Background: an optimization exercise with open tools, aiming at a short achievable clock period, few clock cycles and low power. Do not read the settings as production practice. Only simulation tests tie the RTL to the original design; equivalence was not proved. Power and IR drop assume default switching activity.

<file path="flow/config.mk">
export PLATFORM = sky130hd
export DESIGN_NAME = cpu_top
export DESIGN_NICKNAME = cpu_top
export VERILOG_FILES = /design/flow/design.v
export SDC_FILE = /design/flow/constraint.sdc
export NUM_CORES = 4
export LEC_CHECK = 0
export CAP_MARGIN = 20
export CORE_MARGIN = 2
export CORE_UTILIZATION = 40
export SLEW_MARGIN = 20
</file>
<file path="flow/constraint.sdc">
create_clock -name core_clock -period 9.0 [get_ports {clk}]
set_input_delay 1.8000 -clock core_clock [delete_from_list [all_inputs] [get_ports {clk}]]
set_output_delay 1.8000 -clock core_clock [all_outputs]
set_load 0.01 [all_outputs]
</file>
<file path="flow/design.v">
`default_nettype none
package isa_pkg;
        typedef logic [15:0] word_t;
        typedef logic [3:0] reg_idx_t;
        typedef enum logic [3:0] {
                op_add  = 4'd0,
                op_addi = 4'd1,
                op_sub  = 4'd2,
                op_sw   = 4'd5,
                op_lw   = 4'd6,
                op_nand = 4'd8,
                op_beq  = 4'd14,
                op_jump = 4'd15
        } opcode_t;
        localparam int field_width = 4;
        localparam int opcode_lsb = 12;
        localparam int field_c_lsb = 8;
        localparam int field_b_lsb = 4;
        localparam int field_a_lsb = 0;
        localparam int jump_offset_width = 12;
        localparam int reg_count = 16;
endpackage
`default_nettype wire
`default_nettype none
package core_pkg;
        typedef enum logic [4:0] {
                st_add    = 5'd0,
                st_addi   = 5'd1,
                st_sub    = 5'd2,
                st_sw     = 5'd5,
                st_lw     = 5'd6,
                st_nand   = 5'd8,
                st_beq    = 5'd14,
                st_jump   = 5'd15,
                st_fetch  = 5'd16,
                st_beq2   = 5'd19,
                st_sw2    = 5'd20,
                st_decode = 5'd21,
                st_lw2    = 5'd22,
                st_lw3    = 5'd23,
                st_sw3    = 5'd24,
                st_sw4    = 5'd25,
                st_jump2  = 5'd26,
                st_nop    = 5'd28
        } state_t;
        typedef enum logic [2:0] {
                alu_add  = 3'd0,
                alu_sub  = 3'd1,
                alu_nand = 3'd3
        } alu_op_t;
        localparam logic [15:0] idle_store_data = '1;
endpackage
`default_nettype wire
`timescale 1ns/1ps
`default_nettype none
module cpu_top #(
        parameter logic [15:0] reset_pc = '0
) (
        input  logic        clk,
        input  logic        reset,
        input  logic        run_n,
        input  logic [15:0] sram_d,
        output logic [15:0] sram_addr,
        output logic [15:0] sram_q,
        output logic        sram_we_n
);
        logic [15:0] pc;
        logic        e_alu, e_lw, e_sw, e_beq;    
        logic        e_sub, e_nand, e_addi;       
        logic [3:0]  e_dst;
        logic [3:0]  e_imm;
        logic [15:0] op_a, op_b;
        logic [15:0] rf [16];
        logic [15:0] rv;                          
        logic        e_mem;
        logic [15:0] e_x;
        logic [15:0] alu_res;
        logic [15:0] ea;
        logic        taken;
        assign e_mem = e_lw | e_sw;
        assign e_x   = e_addi ? {12'd0, e_imm} : op_a;
        always_comb begin
                if (e_nand)
                        alu_res = ~(op_a & op_b);
                else if (e_sub)
                        alu_res = op_a - op_b;
                else
                        alu_res = e_x + op_b;
        end
        assign ea    = op_b + {12'd0, e_imm};
        assign taken = e_beq & (op_a == op_b);
        assign sram_addr = e_mem ? ea : pc;
        assign sram_q    = op_a;
        assign sram_we_n = ~e_sw | run_n;
        logic        rf_we;
        logic [15:0] rf_wd;
        assign rf_we = ~run_n & (e_alu | e_lw);
        assign rf_wd = e_lw ? sram_d : alu_res;
        for (genvar i = 0; i < 16; i++) begin : g_rf
                always_ff @(posedge clk) begin
                        if (rf_we && e_dst == i)
                                rf[i] <= rf_wd;
                end
                always_ff @(posedge clk or negedge reset) begin
                        if (!reset)
                                rv[i] <= 1'b0;
                        else if (rf_we && e_dst == i)
                                rv[i] <= 1'b1;
                end
        end
        logic [3:0]  f_op, f_c, f_b, f_a;
        logic        f_en;
        logic        f_alu, f_lw, f_sw, f_beq, f_jmp;
        logic [3:0]  idx_a;
        logic [15:0] rd_a, rd_b;
        assign f_op = sram_d[15:12];
        assign f_c  = sram_d[11:8];
        assign f_b  = sram_d[7:4];
        assign f_a  = sram_d[3:0];
        assign f_en = ~e_mem & ~taken;
        assign f_alu = (f_op == 4'd0) | (f_op == 4'd1) | (f_op == 4'd2) | (f_op == 4'd8);
        assign f_sw  = (f_op == 4'd5);
        assign f_lw  = (f_op == 4'd6);
        assign f_beq = (f_op == 4'd14);
        assign f_jmp = (f_op == 4'd15);
        assign idx_a = (f_sw | f_beq) ? f_c : f_a;
        always_comb begin
                if (e_alu && e_dst == idx_a)
                        rd_a = alu_res;
                else
                        rd_a = rf[idx_a] & {16{rv[idx_a]}};
                if (e_alu && e_dst == f_b)
                        rd_b = alu_res;
                else
                        rd_b = rf[f_b] & {16{rv[f_b]}};
        end
        always_ff @(posedge clk) begin
                if (!run_n) begin
                        op_a   <= rd_a;
                        op_b   <= rd_b;
                        e_dst  <= f_c;
                        e_imm  <= f_a;
                        e_sub  <= (f_op == 4'd2);
                        e_nand <= (f_op == 4'd8);
                        e_addi <= (f_op == 4'd1);
                end
        end
        always_ff @(posedge clk or negedge reset) begin
                if (!reset) begin
                        e_alu <= 1'b0;
                        e_lw  <= 1'b0;
                        e_sw  <= 1'b0;
                        e_beq <= 1'b0;
                        pc    <= reset_pc;
                end else if (!run_n) begin
                        e_alu <= f_en & f_alu;
                        e_lw  <= f_en & f_lw;
                        e_sw  <= f_en & f_sw;
                        e_beq <= f_en & f_beq;
                        if (taken)
                                pc <= pc + {12'd0, e_imm} - 16'd1;
                        else if (f_en) begin
                                if (f_jmp)
                                        pc <= pc + {{4{sram_d[11]}}, sram_d[11:0]};
                                else
                                        pc <= pc + 16'd1;
                        end
                end
        end
endmodule
`default_nettype wire
</file>
<file path="flow/run.sh">
#!/bin/bash
# synth_recipe.tcl (not shown) runs the flow's synth.tcl, then flattens the netlist and writes it again
# the make line also repeats each setting of config.mk as NAME=value (left out here)
make -C /OpenROAD-flow-scripts/flow DESIGN_CONFIG=/design/flow/config.mk WORK_HOME=/design/flow/orfs CLKGATE_MAP_FILE= SYNTH_SCRIPT=/design/flow/synth_recipe.tcl finish
</file>
==> reports/summary.txt, run 1 <==
Outcome -> no timing/DRC/antenna violations
Die Wd -> 222 um
Number of global-route vias before repair -> 15300
R2R cell count -> 11
CTS sink count -> 335
Port bufs -> 51
Synth cell types -> 91
Stages on the worst setup path -> 5
Largest net degree at the start of global routing -> 48
Netlist Area Pre-Place -> 19000 um2
Slew margin rel. -> 19.3%
WP buf/inv -> 4
Endpoint class of the critical path -> output port
Largest area contributor in the netlist -> edfxtp_1
Count of final hold-check violations -> 0
Combinational share of power -> 29.5%
Synth top area cells -> edfxtp_1 (47%), ha_1 (5.5%), dfrtp_1 (4.7%)
Tmin final -> 5440 ps
Cell Chain, Critical Path -> clkdlybuf4s50_1, inv_2, buf_4, nand2_1, clkdlybuf4s50_1
DRC viols -> 0
Initial Utilization -> 40.7%
Average wire per standard cell -> 28.7 um
Fillers -> 4250
Setup tns final -> 0 ps
Max Freq -> 184 MHz
CP most frequent cell -> clkdlybuf4s50_1
Post_cts resized -> 0
Final ANT Viol Nets -> 0
Hold-critical path depth -> 1
Syn Area/Cell -> 11.5 um2
Pwr Density -> 233 nW/um2
Sw Ratio -> 33.1%
Predominant post-synthesis flop cell -> edfxtp_1
Setup violations, final -> 0
Seq/Total Area, Yosys -> 52.1%
Congestion Overflow GR -> 0
Root Driver -> clkbuf_16
Data arrival, critical path -> 3640 ps
Hold crit path type -> reg -> reg
Pre-antenna DRT Iters -> 7
YS warnings -> 2
Commonest non-fill, non-tap cell in the layout -> edfxtp_1
Post-Route Utilization -> 46.5%
Post-CTS Hold Buffers -> 0
Pre-CTS setup slack -> 3030 ps
CTS Buf Count -> 37
Die area -> 49200 um2
P_int -> 3.37 mW
Area of the core -> 46700 um2
CTS Buffer Depth -> 3
Worst Path Required -> 7200 ps
DRT iter0 DRCs -> 2053
Clock Skew -> 22.5 ps
GPL Wtd Cong -> 0.969
P_sw -> 1.67 mW
DR vias/cell -> 6.59
Max-slew violations -> 0
Cell family with most CP delay -> buffers and inverters
IO Pins -> 52
Syn Nets -> 1763
Flop pwr share -> 39.5%
Post-Synthesis Cells -> 1656
Initial antenna violation count -> 2
Clk pwr share -> 31.0%
Chip Height -> 222 um
Routed WL -> 67800 um
Post-synth EDFFs -> 299
Asr flop ratio synth -> 10.7%
Clock latency (worst-skew pair) -> 570 ps
TritonCTS clock tree -> done
Vias post-DR -> 15600
Max Cap Violations -> 0
P_leak -> 7.64 nW
Post-CTS Setup Repair Bufs -> 0
Layout cells sized above 1 -> 12.7%
Worst-Margin Slew -> 1210 ps
Fin worst setup slack -> 3560 ps
Most frequent cells in the layout -> edfxtp_1 (299), a22oi_1 (115), nand2_1 (107)
Area occupied by multi-input gates -> 8500 um2
Total global-route track usage -> 27.2%
Final period util -> 60.4%
Worst Setup Start Kind -> input port
Critical path type -> in -> out
Worst path max stage delay -> 570 ps
Cell Rows -> 79
Max FO, Critical Path -> 47
Max VDD drop -> 0.103 mV
Post-DP HPWL -> 45000 um
Layout area overhead -> 14.2%
Critical Path Slowest Stage Cell -> clkdlybuf4s50_1
Total Nets Final -> 1836
First-pass GRT wire length -> 99900 um
CTS clk-pin slew, worst paths -> 60 ps
Synth Register Bits -> 335
H-Tree Depth -> 2
Register area -> 9880 um2
Top cell type's share of synthesized area -> 47.3%
RSZ-0062 raised after global routing -> false
[power groups by stage]
stage | Sequential, mW | Clock, mW | Combinational, mW
global route | 2.00 | 1.64 | 1.64
finish | 1.99 | 1.56 | 1.49
floorplan | 1.96 | 0 | 1.03
CTS | 1.99 | 1.58 | 1.47
detailed placement | 2.02 | 0 | 1.46
global placement | 2.02 | 0 | 1.43
[sequential cells by signal, summed over array words and instances, names as in the netlist, 4 cells and up]
signal / flops
e_dst: 4
e_imm: 4
op_a: 16
op_b: 16
pc: 16
rf: 256
rv: 16
[worst paths after layout]
path / startpoint / to / slack, ps
min reg2reg: pc[15]$_DFFE_PN0P_ / pc[15]$_DFFE_PN0P_ / 480
min: pc[15]$_DFFE_PN0P_ / pc[15]$_DFFE_PN0P_ / 480
max reg2reg: e_addi$_DFFE_PN_ / rf[15][13]$_DFFE_PP_ / 4330
max in group asynchronous: reset / pc[0]$_DFFE_PN0P_ / 7010
max: run_n / sram_we_n / 3560
min in group asynchronous: reset / rv[5]$_DFFE_PN0P_ / 1380
[through the flow]
step	cells	instance area (um2)	power, mW	hold slack, ps
2_1_floorplan	1656	19000	2.99	446
3_3_place_gp	2296	20400	3.45	469
3_5_place_dp	2296	20400	3.48	474
4_1_cts	2364	21700	5.04	485
5_1_grt	2365	21700	5.28	492
6_report	2366	21700	5.04	478
[area by class of cell]
class                   instances  area share [%]
diodes                          1          0.0115
clock buffers                  41            4.44
clock inverters                27            1.35
inverters                      64            1.11
multi-input cells            1170            39.2
flip-flops and latches        335            45.6
well taps                     607            3.50
repair buffers                121            4.77
[synthesized netlist by cell type (all sizes together), types with 7 or more instances]
| cell | instances |
|---|---|
| a221oi | 38 |
| edfxtp | 299 |
| a21oi | 75 |
| o21bai | 8 |
| a21o | 19 |
| a22oi | 115 |
| nor4 | 14 |
| and3 | 7 |
| xnor2 | 43 |
| dfrtp | 36 |
| o211ai | 11 |
| and2 | 14 |
| ha | 83 |
| clkbuf | 48 |
| nand3 | 53 |
| nand2b | 20 |
| or3 | 7 |
| o32ai | 9 |
| mux2i | 13 |
| nor3 | 34 |
| buf | 39 |
| nand4 | 24 |
| a211oi | 14 |
| o21ai | 95 |
| nor2 | 96 |
| o21a | 12 |
| a222oi | 11 |
| or2 | 19 |
| o22ai | 41 |
| a22o | 37 |
| a31oi | 8 |
| a32oi | 8 |
| inv | 64 |
| nor2b | 23 |
| xor2 | 26 |
| nand2 | 110 |
[routing by layer]
| layer | global-route usage [%] | vias up | wire [um] |
|---|---|---|---|
| li1 | - | 6657 | - |
| met3 | 5.87 | 281 | 7440 |
| met2 | 42.7 | 1188 | 29900 |
| met5 | 0 | - | 0 |
| met1 | 35.4 | 7465 | 26400 |
| met4 | 14.3 | 0 | 4060 |
[kinds of logic (layout without fill, tap and decap cells)]
group / Yosys count / count (layout) / share of synthesized area (%)
fa+ha+maj: 89 / 89 / 6.05
mux: 24 / 24 / 1.63
other cells: 0 / 1 / 0
xor+xnor: 69 / 69 / 3.18
buf+inv: 151 / 253 / 3.76
flops: 335 / 335 / 52.1
simple gates: 439 / 439 / 12.5
compound gates: 549 / 549 / 20.8
Testbench counts, summed over its fixed seeds: cycles 32,644.
==> run 2, diff against run 1 <==
--- a/flow/config.mk
+++ b/flow/config.mk
@@ -9,3 +9,4 @@
 export CORE_MARGIN = 2
 export CORE_UTILIZATION = 40
+export CTS_BUF_LIST = sky130_fd_sc_hd__clkbuf_4 sky130_fd_sc_hd__clkbuf_8
 export SLEW_MARGIN = 20
==> run 2 against run 1 <==
Cell count grew 1.4%; sequential share of layout area grew 0.17 points; flip-flop and latch count is the same; non-clock buffer count is the same; synthesized area is the same; critical endpoint unchanged; largest power group unchanged.
==> reports/summary.txt, run 2 <==
Outcome -> no timing/DRC/antenna violations
CTS Buffer Depth -> 3 (unchanged)
Met2 usage -> 42.6% (-0.071 points)
IO Pins -> 52 (unchanged)
CTS Buf Count -> 56 (+51%)
Post-DP HPWL -> 45000 um (unchanged)
TritonCTS clock tree -> done
Met3 Use GR -> 6.48% (+0.61 points)
Largest register FFs -> 256 (unchanged)
Die area -> 49200 um2 (unchanged)
H-Tree Depth -> 2 (unchanged)
CTS sink count -> 335 (unchanged)
Endpoint class of the critical path -> output port
Tmin final -> 5450 ps (+10.4 ps)
Pwr Density -> 228 nW/um2 (-2.0%)
Synth top area cells -> edfxtp_1 (47%), ha_1 (5.5%), dfrtp_1 (4.7%)
Top cell type's share of synthesized area -> 47.3% (unchanged)
Final ANT Viol Nets -> 0 (unchanged)
Most frequent cells in the layout -> edfxtp_1 (299), a22oi_1 (115), nand2_1 (107)
Number of global-route vias before repair -> 15500 (+1.2%)
Clock Skew -> 32.0 ps (+9.48 ps)
Met1 Resource Use GR -> 35.2% (-0.22 points)
Post-CTS Setup Repair Bufs -> 0 (unchanged)
Post-CTS Hold Buffers -> 0 (unchanged)
Die Wd -> 222 um (unchanged)
Hold_sp -> pc[15]$_DFFE_PN0P_
Routed WL -> 68300 um (+0.65%)
RSZ-0062 raised after global routing -> false
Data arrival, critical path -> 3650 ps (about the same)
Chip Height -> 222 um (unchanged)
Critical Path Slowest Stage Cell -> clkdlybuf4s50_1
Setup violations, final -> 0 (unchanged)
Layout area overhead -> 13.8%
Top-count cell post-synth -> edfxtp_1
Fillers -> 4280 (+0.71%)
Flop pwr share -> 40.5% (+1.0 points)
Reg-to-reg critical path startpoint -> e_addi$_DFFE_PN_
DRC viols -> 0 (unchanged)
R2R cell count -> 11 (unchanged)
First-pass GRT wire length -> 100000 um (+0.43%)
Largest net degree at the start of global routing -> 48 (unchanged)
Slew margin rel. -> 19.5% (+0.16 points)
P_leak -> 7.67 nW (+0.33%)
Synth top cells by count -> edfxtp_1 (299), a22oi_1 (115), nand2_1 (107)
Port bufs -> 51 (unchanged)
Flop-to-flop setup slack -> 4360 ps (+30 ps)
DR vias/cell -> 6.54 (-0.71%)
Sw Ratio -> 33.6% (+0.47 points)
Post_cts resized -> 0 (unchanged)
Netlist Area Pre-Place -> 19000 um2 (unchanged)
Max FO, Critical Path -> 47 (unchanged)
P_sw -> 1.65 mW (-0.97%)
Worst Setup Start Kind -> input port
Worst Path Required -> 7200 ps (about the same)
Combinational share of power -> 30.2% (+0.7 points)
Initial antenna violation count -> 1 (-1)
Predominant post-synthesis flop cell -> edfxtp_1
Total global-route track usage -> 27.3% (+0.13 points)
Syn Area/Cell -> 11.5 um2 (unchanged)
Max VDD drop -> 0.103 mV (+0.75%)
Largest area contributor in the netlist -> edfxtp_1
Vias post-DR -> 15700 (+0.68%)
Max Freq -> 184 MHz (-0.19%)
R2R Path End -> rf[11][13]$_DFFE_PP_
Final period util -> 60.5% (+0.12 points)
GPL Wtd Cong -> 0.969 (unchanged)
Clock latency (worst-skew pair) -> 660 ps (+90 ps)
Worst path max stage delay -> 570 ps (about the same)
Total Nets Final -> 1855 (+1.0%)
Cell Rows -> 79 (unchanged)
Asr flop ratio synth -> 10.7% (unchanged)
Setup tns final -> 0 ps (unchanged)
Worst-Margin Slew -> 1200 ps (-2.35 ps)
Syn Nets -> 1763 (unchanged)
P_int -> 3.27 mW (-3.0%)
Cell family with most CP delay -> buffers and inverters
Count of final hold-check violations -> 0 (unchanged)
Critical path type -> in -> out
Cell Chain, Critical Path -> clkdlybuf4s50_1, inv_2, buf_4, nand2_1, clkdlybuf4s50_1
Hold crit path type -> reg -> reg
Synth cell types -> 91 (unchanged)
DRT iter0 DRCs -> 2200 (+7.2%)
Synth Register Bits -> 335 (unchanged)
Average wire per standard cell -> 28.5 um (-0.74%)
WP buf/inv -> 4 (unchanged)
Layout cells sized above 1 -> 14.0% (+1.3 points)
Initial Utilization -> 40.7% (unchanged)
Clk pwr share -> 29.3% (-1.7 points)
Seq/Total Area, Yosys -> 52.1% (unchanged)
Post-synth EDFFs -> 299 (unchanged)
Hold-critical path depth -> 1 (unchanged)
CTS clk-pin slew, worst paths -> 60 ps (about the same)
Post-Route Utilization -> 46.3% (-0.17 points)
Root Driver -> clkbuf_8
YS warnings -> 2 (unchanged)
CP most frequent cell -> clkdlybuf4s50_1
Reg with most FFs -> rf
Max-slew violations -> 0 (unchanged)
Pre-antenna DRT Iters -> 8 (+1)
Worst Hold End -> pc[15]$_DFFE_PN0P_
Max Cap Violations -> 0 (unchanged)
Commonest non-fill, non-tap cell in the layout -> edfxtp_1
Congestion Overflow GR -> 0 (unchanged)
Area of the core -> 46700 um2 (unchanged)
Post-Synthesis Cells -> 1656 (unchanged)
GRT Max-Usage Layer -> met2
run 2: cell counts after synthesis:
No cell type changed its count.
run 2: cell families (layout without fill, tap and decap cells):
kind of cell | count (synthesis) | in the layout | synth area share [%]
adder cells (fa/ha/maj) | 89 | 89 | 6.05
other | 0 | 1 | 0
flip-flops | 335 | 335 | 52.1
AO/OA/AOI/OAI | 549 | 549 | 20.8
buffers and inverters | 151 | 286 | 3.76
multiplexers | 24 | 24 | 1.63
AND/OR/NAND/NOR | 439 | 439 | 12.5
XOR/XNOR | 69 | 69 | 3.18
run 2: layout make-up:
cell class / instances / area, um2 / share of cell area (%)
flip-flops and latches: 335 / 9880 / 45.8
multi-input cells: 1170 / 8500 / 39.4
repair buffers: 121 / 1030 / 4.79
clock buffers: 66 / 846 / 3.92
well taps: 607 / 759 / 3.52
clock inverters: 35 / 327 / 1.51
inverters: 64 / 240 / 1.11
diodes: 1 / 2.50 / 0.0116
run 2: metrics by stage:
stage	cell area (um2)	setup slack, ps	hold slack [ps]	std cells	power, mW
3_3_place_gp	20400	3180	469	2296	3.45
5_1_grt	21600	3380	492	2398	5.17
3_5_place_dp	20400	3030	474	2296	3.48
2_1_floorplan	19000	3910	446	1656	2.99
4_1_cts	21600	3560	485	2397	4.92
6_report	21600	3550	489	2399	4.93
run 2: layer usage:
layer	up-vias	share of wire, %
li1	6686	-
met3	298	10
met2	1131	44
met1	7582	39
met5	-	0
met4	0	5.9
run 2: how the worst max path moves through the flow:
| stage | start | to | slack, ps | depth (start not counted) |
|---|---|---|---|---|
| final | run_n | sram_we_n | 3550 | 5 |
| after global routing | op_b[1]$_DFFE_PN_ | sram_addr[14] | 3380 | 10 |
| after CTS | run_n | sram_we_n | 3560 | 5 |
| after detailed placement | sram_d[13] | op_a[8]$_DFFE_PN_ | 3030 | 12 |
| after global placement | sram_d[13] | op_a[11]$_DFFE_PN_ | 3180 | 11 |
| after floorplan | run_n | rf[0][0]$_DFFE_PP_ | 3910 | 4 |
run 2: power by group through the flow:
stage                     Clock (mW)  Combinational, mW  Sequential, mW
after detailed placement           0               1.46            2.02
final                           1.44               1.49            1.99
after global routing            1.53               1.64            2.00
after global placement             0               1.43            2.02
after floorplan                    0               1.03            1.96
after CTS                       1.46               1.47            1.99
==> run 3, diff against run 2 <==
--- a/flow/config.mk
+++ b/flow/config.mk
@@ -10,3 +10,4 @@
 export CORE_UTILIZATION = 40
 export CTS_BUF_LIST = sky130_fd_sc_hd__clkbuf_4 sky130_fd_sc_hd__clkbuf_8
+export SETUP_SLACK_MARGIN = 4.5
 export SLEW_MARGIN = 20
==> run 3 against run 2 <==
Die area stayed put; via count barely moved; highest routed layer unchanged; maximum frequency is 17% higher; sequential share of layout area decreased by 1.3 points; critical path depth increased by 7; largest cell class unchanged; sequential power is essentially flat; first-iteration DRC count grew 8.2%; register-to-register slack improved by 450 ps; count of clock-buffer cells in the layout up 8.
==> reports/summary.txt, run 3 <==
Outcome -> no timing/DRC/antenna violations
CP most frequent cell -> o21ai_1
Vias post-DR -> 15700 (-0.076%)
IO Pins -> 52 (unchanged)
Worst-Margin Slew -> 1270 ps (+67.4 ps)
Ant. Diodes -> 0 (-1)
P_leak -> 7.95 nW (+3.7%)
Worst Path Required -> 7200 ps (about the same)
Tmin final -> 4670 ps (-774 ps)
Setup violations, final -> 0 (unchanged)
Seq/Total Area, Yosys -> 52.1% (unchanged)
Post-CTS Hold Buffers -> 0 (unchanged)
CTS Buffer Depth -> 3 (unchanged)
Layout area overhead -> 17.1%
DR vias/cell -> 6.47 (-1.1%)
Number of global-route vias before repair -> 15400 (-0.59%)
RSZ-0062 raised after global routing -> true
Initial Utilization -> 40.7% (unchanged)
Register area -> 9880 um2 (unchanged)
Endpoint class of the critical path -> output port
Pwr Density -> 228 nW/um2 (-0.15%)
Max VDD drop -> 0.124 mV (+20%)
Top cell type's share of synthesized area -> 47.3% (unchanged)
GPL Wtd Cong -> 0.930 (-4.0%)
Final cell count without fillers -> 2424 (+1.0%)
Reg-to-reg critical path startpoint -> e_addi$_DFFE_PN_
Commonest non-fill, non-tap cell in the layout -> edfxtp_1
Max-slew violations -> 0 (unchanged)
Final period util -> 51.9% (-8.6 points)
DP Cell Count -> 2285 (-0.48%)
Largest net degree at the start of global routing -> 37 (-23%)
Root Driver -> clkbuf_8
Count of final hold-check violations -> 0 (unchanged)
CTS clk-pin slew, worst paths -> 60 ps (about the same)
Average wire per standard cell -> 28.6 um (+0.59%)
Largest area contributor in the netlist -> edfxtp_1
Congestion Overflow GR -> 0 (unchanged)
Post-Synthesis Cells -> 1656 (unchanged)
Critical path type -> reg -> out
Synth Register Bits -> 335 (unchanged)
R2R cell count -> 13 (+2)
Area of the core -> 46700 um2 (unchanged)
Flop-to-flop setup slack -> 4810 ps (+450 ps)
DR WL met2 -> 30700 um (+1.0%)
CTS Buf Count -> 57 (+1.8%)
Max Cap Violations -> 0 (unchanged)
WP buf/inv -> 3 (-1)
Worst Setup Start Kind -> flop
Top-count cell post-synth -> edfxtp_1
Max FO, Critical Path -> 3 (-94%)
Cell Chain, Critical Path -> ha_2, inv_2, fa_2, nor2b_1, o21ai_1, nand2b_1, buf_6, nor2b_4, nand3_2, xnor2_2, o21ai_1, buf_2
Reg with most FFs -> rf
R2R Path End -> rf[14][14]$_DFFE_PP_
Synth cell types -> 91 (unchanged)
Stages on the worst setup path -> 12 (+7)
Syn Nets -> 1763 (unchanged)
First-pass GRT wire length -> 101000 um (+1.1%)
Fillers -> 4236 (-1.0%)
Die Wd -> 222 um (unchanged)
Die area -> 49200 um2 (unchanged)
DRT iter0 DRCs -> 2381 (+8.2%)
Setup tns final -> 0 ps (unchanged)
DRC viols -> 0 (unchanged)
Data arrival, critical path -> 2870 ps (-780 ps)
Routed WL -> 69400 um (+1.6%)
Largest register FFs -> 256 (unchanged)
CP Launch Point -> op_b[0]$_DFFE_PN_
Synth top area cells -> edfxtp_1 (47%), ha_1 (5.5%), dfrtp_1 (4.7%)
Predominant post-synthesis flop cell -> edfxtp_1
Worst path max stage delay -> 390 ps (-180 ps)
Post-DP HPWL -> 45000 um (about the same)
Initial antenna violation count -> 0 (-1)
Chip Height -> 222 um (unchanged)
Uppermost layer routed -> met4
Clock Skew -> 32.5 ps (+0.457 ps)
Post-synth EDFFs -> 299 (unchanged)
TritonCTS clock tree -> done
Pre-antenna DRT Iters -> 6 (-2)
Area occupied by multi-input gates -> 8890 um2 (+4.5%)
CTS sink count -> 335 (unchanged)
H-Tree Depth -> 2 (unchanged)
YS warnings -> 2 (unchanged)
Total global-route track usage -> 27.8% (+0.46 points)
Post-Route Utilization -> 47.6% (+1.4 points)
Total Nets Final -> 1876 (+1.1%)
Asr flop ratio synth -> 10.7% (unchanged)
Syn Area/Cell -> 11.5 um2 (unchanged)
Slew margin rel. -> 15.0% (-4.5 points)
Port bufs -> 51 (unchanged)
Layout cells sized above 1 -> 18.8% (+4.8 points)
Synth top cells by count -> edfxtp_1 (299), a22oi_1 (115), nand2_1 (107)
Clock latency (worst-skew pair) -> 680 ps (+20 ps)
Netlist Area Pre-Place -> 19000 um2 (unchanged)
Cell family with most CP delay -> simple AND/OR/NAND/NOR gates
Critical Path Slowest Stage Cell -> edfxtp_1
Met1 wire length -> 26900 um (+0.56%)
Worst setup endpoint -> sram_addr[12]
Cell Rows -> 79 (unchanged)
Final ANT Viol Nets -> 0 (unchanged)
Wire length on met3 -> 7760 um (+9.5%)
Hold crit path type -> reg -> reg
Most frequent cells in the layout -> edfxtp_1 (299), a22oi_1 (115), nand2_1 (106)
Max Freq -> 214 MHz (+17%)
run 3: final cells by class:
cell class | instances | share of cell area [%]
sequential | 335 | 44.4
multi-input combinational | 1170 | 40.0
timing repair buffer | 139 | 5.28
clock buffer | 74 | 4.13
tap | 607 | 3.42
clock inverter | 33 | 1.59
inverter | 64 | 1.11
timing repair inverter | 2 | 0.0563
run 3: report_power, final:
part           internal, mW  switching, mW
Sequential             1.86          0.129
Clock                 0.875          0.662
Combinational         0.625          0.909
Total                  3.36           1.70
run 3: per-layer routing:
| metal | vias up | track usage (%) |
|---|---|---|
| li1 | 6767 | - |
| met1 | 7522 | 35.7 |
| met2 | 1106 | 43.3 |
| met3 | 290 | 7.39 |
| met4 | 0 | 14.0 |
| met5 | - | 0 |
run 3: metrics by stage:
stage                     area [um2]  hold slack (ps)  setup WS (ps)  power [mW]
after floorplan                19000              446           4490        3.00
after global placement         20400              465           3000        3.46
after detailed placement       20400              477           2860        3.49
after CTS                      22000              489           4260        5.04
after global routing           22200              499           4160        5.32
final                          22200              489           4330        5.06
run 3: worst min path at each step:
stage	start	end	slack, ps	cells past startpoint
2_1_floorplan	pc[15]$_DFFE_PN0P_	pc[15]$_DFFE_PN0P_	450	1
3_3_place_gp	pc[15]$_DFFE_PN0P_	pc[15]$_DFFE_PN0P_	470	1
3_5_place_dp	rv[12]$_DFFE_PN0P_	rv[12]$_DFFE_PN0P_	480	1
4_1_cts	pc[15]$_DFFE_PN0P_	pc[15]$_DFFE_PN0P_	490	1
5_1_grt	pc[15]$_DFFE_PN0P_	pc[15]$_DFFE_PN0P_	500	1
6_report	pc[15]$_DFFE_PN0P_	pc[15]$_DFFE_PN0P_	490	1
run 3: logic make-up after synthesis:
group	count (synthesis)	synth area share [%]
simple gates	439	12.5
buf+inv	151	3.76
compound gates	549	20.8
flops	335	52.1
xor+xnor	69	3.18
mux	24	1.63
fa+ha+maj	89	6.05
run 3: timing repair:
item | CTS | global route
endpoints found under the hold margin | 0 | 0
setup buffers | 19 | 11
endpoints found under the setup margin | 76 | 83
gates resized for setup | 115 | 51
pin swaps | 16 | 15
gates cloned | 2 | 0
run 3: worst reg2reg max path: cells and delay by family (launching register included):
kind | cells | cell delay, ps
adder cells (fa/ha/maj) | 2 | 620
AND/OR/NAND/NOR | 1 | 210
flip-flops | 1 | 490
AO/OA/AOI/OAI | 7 | 1740
multiplexers | 1 | 580
buffers and inverters | 2 | 260
==> run 4, diff against run 3 <==
--- a/flow/config.mk
+++ b/flow/config.mk
@@ -10,4 +10,4 @@
 export CORE_UTILIZATION = 40
 export CTS_BUF_LIST = sky130_fd_sc_hd__clkbuf_4 sky130_fd_sc_hd__clkbuf_8
-export SETUP_SLACK_MARGIN = 4.5
+export SETUP_SLACK_MARGIN = 5
 export SLEW_MARGIN = 20
==> run 4 against run 3 <==
Combinational power rose by 5%; sequential share of layout area fell by 1.2 points; global-route usage fell by 0.076 points; non-clock buffer count rose by 56; first-iteration DRC count did not move; wire length rose by 1.8%; clock skew rose by 1.4 ps; sequential power barely moved; flip-flop and latch count did not move; worst setup slack improved by 36 ps; hold slack got worse by 6.6 ps; critical path type unchanged; highest routed layer unchanged.
==> reports/summary.txt, run 4 <==
Total Nets Final -> 1931 (+2.9%)
Post-Synth Simple-Gate Area -> 12.5% (unchanged)
Worst path max stage delay -> 390 ps (about the same)
Max VDD drop -> 0.108 mV (-12%)
Netlist Area Pre-Place -> 19000 um2 (unchanged)
Hold-critical path depth -> 1 (unchanged)
Worst Setup Start Kind -> flop
CTS sink count -> 335 (unchanged)
Setup violations, final -> 0 (unchanged)
Post-DP HPWL -> 46500 um (+3.2%)
Top cell type's share of synthesized area -> 47.3% (unchanged)
Fillers -> 4139 (-2.3%)
Uppermost layer routed -> met4
Met1 wire length -> 27300 um (+1.5%)
Asr flop ratio synth -> 10.7% (unchanged)
Most frequent cells in the layout -> edfxtp_1 (299), buf_4 (124), a22oi_1 (115)
Vias post-DR -> 16100 (+2.7%)
H-Tree Depth -> 2 (unchanged)
Seq/Total Area, Yosys -> 52.1% (unchanged)
Tmin final -> 4640 ps (-35.5 ps)
Pre-antenna DRT Iters -> 10 (+4)
YS warnings -> 2 (unchanged)
CP most frequent cell -> o21ai_1
Register area -> 9880 um2 (about the same)
Data arrival, critical path -> 2840 ps (-30 ps)
CTS Buffer Depth -> 3 (unchanged)
Area of the core -> 46700 um2 (unchanged)
Largest area contributor in the netlist -> edfxtp_1
Clock latency (worst-skew pair) -> 660 ps (-20 ps)
Endpoint class of the critical path -> output port
Cell Rows -> 79 (unchanged)
Die Wd -> 222 um (unchanged)
Port bufs -> 51 (unchanged)
Post-Route Utilization -> 49.0% (+1.3 points)
Final period util -> 51.5% (-0.39 points)
Post-Synthesis Cells -> 1656 (unchanged)
DRC viols -> 0 (unchanged)
P_int -> 3.29 mW (-2.3%)
Commonest non-fill, non-tap cell in the layout -> edfxtp_1
Initial antenna violation count -> 0 (unchanged)
Number of global-route vias before repair -> 15600 (+1.3%)
Combinational family with the most area after synthesis -> compound AO/OA/AOI/OAI gates
Layout area overhead -> 20.4%
CTS clk-pin slew, worst paths -> 70 ps (about the same)
Top-count cell post-synth -> edfxtp_1
Max Cap Violations -> 0 (unchanged)
Final instance area -> 22900 um2 (+2.8%)
Dpl cell area -> 20500 um2 (+0.33%)
Critical path type -> reg -> out
Largest register FFs -> 256 (unchanged)
Wire length on met3 -> 7110 um (-8.3%)
Cell Chain, Critical Path -> ha_2, inv_2, fa_2, nor2b_1, o21ai_1, nand2b_1, nor2b_4, nand3_4, xnor2_4, o21ai_1, buf_2
DR WL met2 -> 32200 um (+4.8%)
Root Driver -> clkbuf_8
Clk pwr share -> 27.6% (-2.8 points)
First-pass GRT wire length -> 102000 um (+0.11%)
Predominant post-synthesis flop cell -> edfxtp_1
GPL Wtd Cong -> 0.985 (+5.9%)
Setup tns final -> 0 ps (unchanged)
Synth Register Bits -> 335 (unchanged)
Area fraction in compound gates after synthesis -> 20.8% (unchanged)
Worst-Margin Slew -> 1020 ps (-248 ps)
Synth top cells by count -> edfxtp_1 (299), a22oi_1 (115), nand2_1 (107)
Total global-route track usage -> 27.7% (-0.076 points)
Congestion Overflow GR -> 0 (unchanged)
DP Cell Count -> 2291 (+0.26%)
DR vias/cell -> 6.51 (+0.67%)
Combinational share of power -> 32.4% (+2.1 points)
Hold crit path type -> reg -> reg
Final ANT Viol Nets -> 0 (unchanged)
Synth top area cells -> edfxtp_1 (47%), ha_1 (5.5%), dfrtp_1 (4.7%)
IO Pins -> 52 (unchanged)
Largest net degree at the start of global routing -> 37 (unchanged)
Pwr Density -> 218 nW/um2 (-4.4%)
Final cell count without fillers -> 2473 (+2.0%)
Max-slew violations -> 0 (unchanged)
DRT iter0 DRCs -> 2381 (unchanged)
Routed WL -> 70700 um (+1.8%)
Total power -> 4.98 mW (-1.7%)
Max Freq -> 216 MHz (+0.77%)
Area occupied by multi-input gates -> 9100 um2 (+2.5%)
Syn Area/Cell -> 11.5 um2 (unchanged)
Max FO, Critical Path -> 3 (unchanged)
Worst Path Required -> 7200 ps (about the same)
Initial Utilization -> 40.7% (unchanged)
Die area -> 49200 um2 (unchanged)
TritonCTS clock tree -> done
P_leak -> 8.25 nW (+3.7%)
Outcome -> no timing/DRC/antenna violations
Critical Path Slowest Stage Cell -> edfxtp_1
Post-synth EDFFs -> 299 (unchanged)
Average wire per standard cell -> 28.6 um (-0.20%)
Chip Height -> 222 um (unchanged)
RSZ-0062 raised after global routing -> true
Flop pwr share -> 40.0% (+0.7 points)
Reg with most FFs -> rf
Count of final hold-check violations -> 0 (unchanged)
Sw Ratio -> 34.0% (+0.39 points)
R2R cell count -> 11 (-2)
Layout cells sized above 1 -> 23.1% (+4.2 points)
Syn Nets -> 1763 (unchanged)
CTS Buf Count -> 55 (-3.5%)
Slew margin rel. -> 31.6% (+17 points)
Synth Area in Adders -> 6.05% (unchanged)
Post-Synth XOR/XNOR Area -> 3.18% (unchanged)
P_sw -> 1.69 mW (-0.57%)
Clock Skew -> 33.8 ps (+1.36 ps)
Mux share of post-synthesis cell area -> 1.63% (unchanged)
Synth cell types -> 91 (unchanged)
run 4: cell counts after synthesis:
Identical to the previous run, type by type.
run 4: cell families (layout without fill, tap and decap cells):
logic type	count (synthesis)	in the layout
flops	335	335
simple gates	439	441
mux	24	25
compound gates	549	549
fa+ha+maj	89	89
other cells	0	1
buf+inv	151	357
xor+xnor	69	69
run 4: worst paths after layout:
path                                          from             endpoint  slack (ps)
worst max-delay path             op_b[0]$_DFFE_PN_        sram_addr[14]        4360
worst min-delay path            pc[15]$_DFFE_PN0P_   pc[15]$_DFFE_PN0P_         480
worst max register to register  op_b[11]$_DFFE_PN_  rf[8][13]$_DFFE_PP_        5180
worst min register to register  pc[15]$_DFFE_PN0P_   pc[15]$_DFFE_PN0P_         480
max in group asynchronous                    reset     e_lw$_DFFE_PN0N_        7000
min in group asynchronous                    reset    rv[7]$_DFFE_PN0P_        1300
run 4: what timing repair did:
action	in CTS	in global routing
hold buffers	0	0
resized for setup	194	74
cloned	3	4
pin swaps	22	34
setup endpoints to repair	324	109
buffers inserted	39	36
run 4: power groups by stage:
stage | sequential [mW] | clock (mW) | combinational [mW]
after CTS | 1.99 | 1.39 | 1.53
after detailed placement | 2.02 | 0 | 1.48
after global routing | 2.00 | 1.46 | 1.75
after floorplan | 1.96 | 0 | 1.05
after global placement | 2.02 | 0 | 1.44
final | 1.99 | 1.37 | 1.61
run 4: stage by stage:
stage / setup slack (ps) / hold slack, ps
after global routing: 4180 / 493
final: 4360 / 483
after floorplan: 4600 / 446
after global placement: 3080 / 464
after CTS: 4340 / 484
after detailed placement: 2900 / 476
run 4: metal layers:
| metal | vias to the layer above | GRT usage (%) |
|---|---|---|
| met4 | 0 | 14.8 |
| met5 | - | 0 |
| met2 | 1147 | 44.0 |
| li1 | 6869 | - |
| met1 | 7794 | 35.3 |
| met3 | 299 | 6.35 |
run 4: final cells by class:
class | instances | share of cell area (%)
tap | 607 | 3.32
inverter | 64 | 1.07
sequential | 335 | 43.3
clock inverter | 28 | 1.06
multi-input combinational | 1173 | 39.8
timing repair buffer | 195 | 7.64
antenna | 1 | 0.0110
clock buffer | 70 | 3.81
run 4: critical path: cells and delay by family (launching register included):
kind	cells	cell delay (ps)
AND/OR/NAND/NOR	4	670
adder cells (fa/ha/maj)	2	530
flip-flops	1	390
XOR/XNOR	1	240
buffers and inverters	2	200
AO/OA/AOI/OAI	2	140

port drivers added, routing unchanged:
Ports are ideal in the flow. The routed layouts listed here were re-timed in OpenROAD. Step 1, drivers: a clkbuf_16 drives clk and a buf_2 each remaining input, both assumed. Step 2 moves the port delays by t, midway between the first and last clock arrival at a register: inputs arrive t later, outputs are due t later. That takes back most of the time a late clock gives input paths. Three values: no drivers, after step 1, after step 2; two values: the first two.
run	t (ns)	slack for setup (ns)	worst setup path at the end	latest minus earliest clock arrival (ns)	worst slew at a driven data input, ns
run 1	0.618	3.563 / 3.538 / 2.974	input to register	0.023 / 0.022	0.07
run 2	0.701	3.553 / 3.527 / 2.968	input to register	0.032 / 0.032	0.08
run 3	0.720	4.327 / 4.273 / 3.837	input to register	0.033 / 0.033	0.08
run 4	0.694	4.362 / 4.313 / 4.351	input to register	0.038 / 0.038	0.06
After both steps every run listed still meets setup and hold. For run 1, which loses most, drivers alone change the setup slack by -0.025 ns; drivers and shift together by -0.589 ns.
